What follows belongs to an exercise in optimizing a design on an open flow for small area, a short achievable clock period and few clock cycles per item; a production flow would make more cautious choices. Where RTL was checked, it was by simulation tests only, not by an equivalence proof against the original.

==> flow/design.v (excerpt) <==
module ghash_top
(
    input  logic      clk,
    input  logic      i_rst,
    input  logic      i_psel,
    input  logic      i_penable,
    input  logic      i_pwrite,
    input  ghash_pkg::apb_addr_t i_paddr,
    input  ghash_pkg::word_t     i_pwdata,
    output ghash_pkg::word_t     o_prdata,
    output logic      o_pready,
    output logic      o_pslverr
);
Size in the first run: roughly 7300 cells after synthesis, about 79 I/O pins, ~0.060 mm^2 of cells after synthesis.
make LEC_CHECK=0 CAP_MARGIN=20 CORE_MARGIN=5 CORE_UTILIZATION=45 SETUP_SLACK_MARGIN=3.0 SLEW_MARGIN=20 finish   # period 7.0 ns
run.sh (not shown) runs the stock make flow with config.mk's settings and CLKGATE_MAP_FILE= SYNTH_SCRIPT=/design/flow/synth_recipe.tcl, a recipe that flattens the netlist after the stock synthesis.
Next try:
--- a/flow/design.v
+++ b/flow/design.v
@@ -70,20 +70,17 @@
     logic              finish;                    
     logic              d3_done;
     logic              d3_wait;
     logic              clr;
     logic              rdy_n;
     logic              free;                      
     ghash_pkg::word_t  d_sel;
     ghash_pkg::word_t  y_sel;
-    ghash_pkg::block_t hp_q;                      
-    logic              yfix_q;                    
-    logic              yfix_n;
-    logic [15:0]       dig;                       
+    ghash_pkg::block_t h_sh;                      
     ghash_pkg::word_t  y_w0, y_w1, y_w2, y_w3;
     logic              setup;
     logic [W_N-1:0]    wsel_n;
     logic              mapped;
     ghash_pkg::word_t  rd_n;
     function automatic logic [127:0] gf_mulx(input logic [127:0] v);
         gf_mulx = v[0] ? ((v >> 1) ^ GF_POLY_R) : (v >> 1);
     endfunction
@@ -114,18 +111,17 @@
         for (int j = 0; j < 16; j++)
         begin
             z = z ^ (t & {128{d[15-j]}});
             t = gf_mulx(t);
         end
         gf_digit_mul = z;
     endfunction
     assign setup = i_psel && !i_penable;
-    always_ff @(posedge clk)
-        hp_q <= gf_mulx112(h_q);
+    assign h_sh  = gf_mulx112(h_q);
     assign y_w0 = y_q[127:96];
     assign y_w1 = y_q[95:64];
     assign y_w2 = y_q[63:32];
     assign y_w3 = y_q[31:0];
     always_comb
     begin
         mapped = 1'b0;
         rd_n   = '0;
@@ -168,18 +164,21 @@
                 REG_D3:   wsel_n[W_D3] = 1'b1;
                 REG_CTRL: wsel_n[W_CLR] = i_pwdata[CTRL_CLEAR_BIT];
                 default:  ;
             endcase
         end
     end
     always_ff @(posedge clk)
     begin
-        prdata_q <= rd_n;
-        err_q    <= !mapped;
+        if (setup)
+        begin
+            prdata_q <= i_pwrite ? '0 : rd_n;
+            err_q    <= !mapped;
+        end
     end
     always_ff @(posedge clk)
     begin
         if (i_rst)
         begin
             wsel_q <= '0;
             rdy_q  <= 1'b1;
         end
@@ -199,54 +198,51 @@
     assign o_prdata  = prdata_q;
     assign o_pready  = rdy_q;
     assign o_pslverr = err_q;
     assign d3_done = wsel_q[W_D3] && rdy_q;
     assign d3_wait = wsel_q[W_D3] && !rdy_q;
     assign clr     = wsel_q[W_CLR];
     assign step    = (cnt_q != 2'd0);
     assign finish  = fin_q && (cnt_q == 2'd1);
-    assign dig     = op_q[31:16] ^ (yfix_q ? y_q[127:112] : 16'h0);
     always_comb
     begin
         case (p_q)
             2'd0:    begin d_sel = d0_q; y_sel = y_w0; end
             2'd1:    begin d_sel = d1_q; y_sel = y_w1; end
             default: begin d_sel = d2_q; y_sel = y_w2; end
         endcase
     end
     always_comb
     begin
-        acc_n = gf_digit_mul(dig, hp_q);
+        acc_n = gf_digit_mul(op_q[31:16], h_sh);
         if (!first_q)
             acc_n = acc_n ^ gf_mulx_inv16(acc_q);
     end
     always_comb
     begin
         free    = (cnt_q == 2'd0) || (cnt_q == 2'd1 && !fin_q);
         op_ld   = 1'b0;
-        op_n    = {op_q[15:0] ^ (yfix_q ? y_q[111:96] : 16'h0), 16'h0};
-        yfix_n  = 1'b0;
+        op_n    = {op_q[15:0], 16'h0};
         cnt_n   = step ? cnt_q - 2'd1 : cnt_q;
         first_n = step ? 1'b0 : first_q;
         fin_n   = finish ? 1'b0 : fin_q;
         p_n     = p_q;
         if (clr)
         begin
             cnt_n = '0;
             p_n   = '0;
             fin_n = 1'b0;
         end
         else if (wsel_q[W_H0] || wsel_q[W_H1] || wsel_q[W_H2] || wsel_q[W_H3])
             p_n   = '0;                           
         else if (wsel_q[W_D0])
         begin
             op_ld   = 1'b1;
-            op_n    = i_pwdata;
-            yfix_n  = 1'b1;
+            op_n    = i_pwdata ^ (finish ? acc_n[127:96] : y_w0);
             first_n = 1'b1;
             p_n     = 2'd1;
         end
         else if (wsel_q[W_D1] || wsel_q[W_D2])
         begin
             if (wsel_q[W_D1] ? (p_q == 2'd1) : (p_q == 2'd2))
             begin
                 op_ld = 1'b1;
@@ -282,18 +278,18 @@
         if (wsel_q[W_H2]) h_q[63:32]  <= i_pwdata;
         if (wsel_q[W_H3]) h_q[31:0]   <= i_pwdata;
         if (wsel_q[W_D0]) d0_q        <= i_pwdata;
         if (wsel_q[W_D1]) d1_q        <= i_pwdata;
         if (wsel_q[W_D2]) d2_q        <= i_pwdata;
     end
     always_ff @(posedge clk)
     begin
-        op_q   <= op_n;                          
-        yfix_q <= yfix_n;
+        if (op_ld || step)
+            op_q <= op_n;
         if (step)
             acc_q <= acc_n;
     end
     always_ff @(posedge clk)
     begin
         if (i_rst)
         begin
             y_q     <= '0;
- hold slack improves by 130 ps
- first-iteration DRC count goes down by about a fifth
- sequential share of layout area falls by 1.4 points
- routed wire length drops by roughly a tenth
- critical path depth is higher by 1
- non-clock buffer count is higher by 43
- die area went down by a few percent
- utilization is higher by 0.19 points
Testbench counts after the change, summed over its fixed seeds: cycles 15,872, blocks 1,592.
No functional check of the RTL was part of the first run of this note.

-- what the ideal ports hide --
The results above use ideal ports. As a check the final layouts listed here were re-extracted and re-timed, cells and wires unchanged. Step 1 assumes that a clkbuf_16 drives the clock port and a buf_2 every other input. Step 2, shift: input delay + t, output delay - t, t = (earliest + latest rising clock arrival at the registers) / 2. This alone moves slack from input paths to output paths. Three values: no drivers, after step 1, after step 2; two values: the first two.
| run | shift t [ns] | slack for setup (ns) | clock arrival spread, ns |
|---|---|---|---|
| the first run | 0.779 | 2.845 / 2.845 / 2.410 | 0.073 / 0.074 |
| the second run | 0.714 | 3.075 / 3.075 / 2.617 | 0.044 / 0.044 |
After both steps every run listed still meets setup and hold. The setup slack of the second run, which loses most, moves by 0.000 ns with the drivers and by -0.458 ns with both steps.
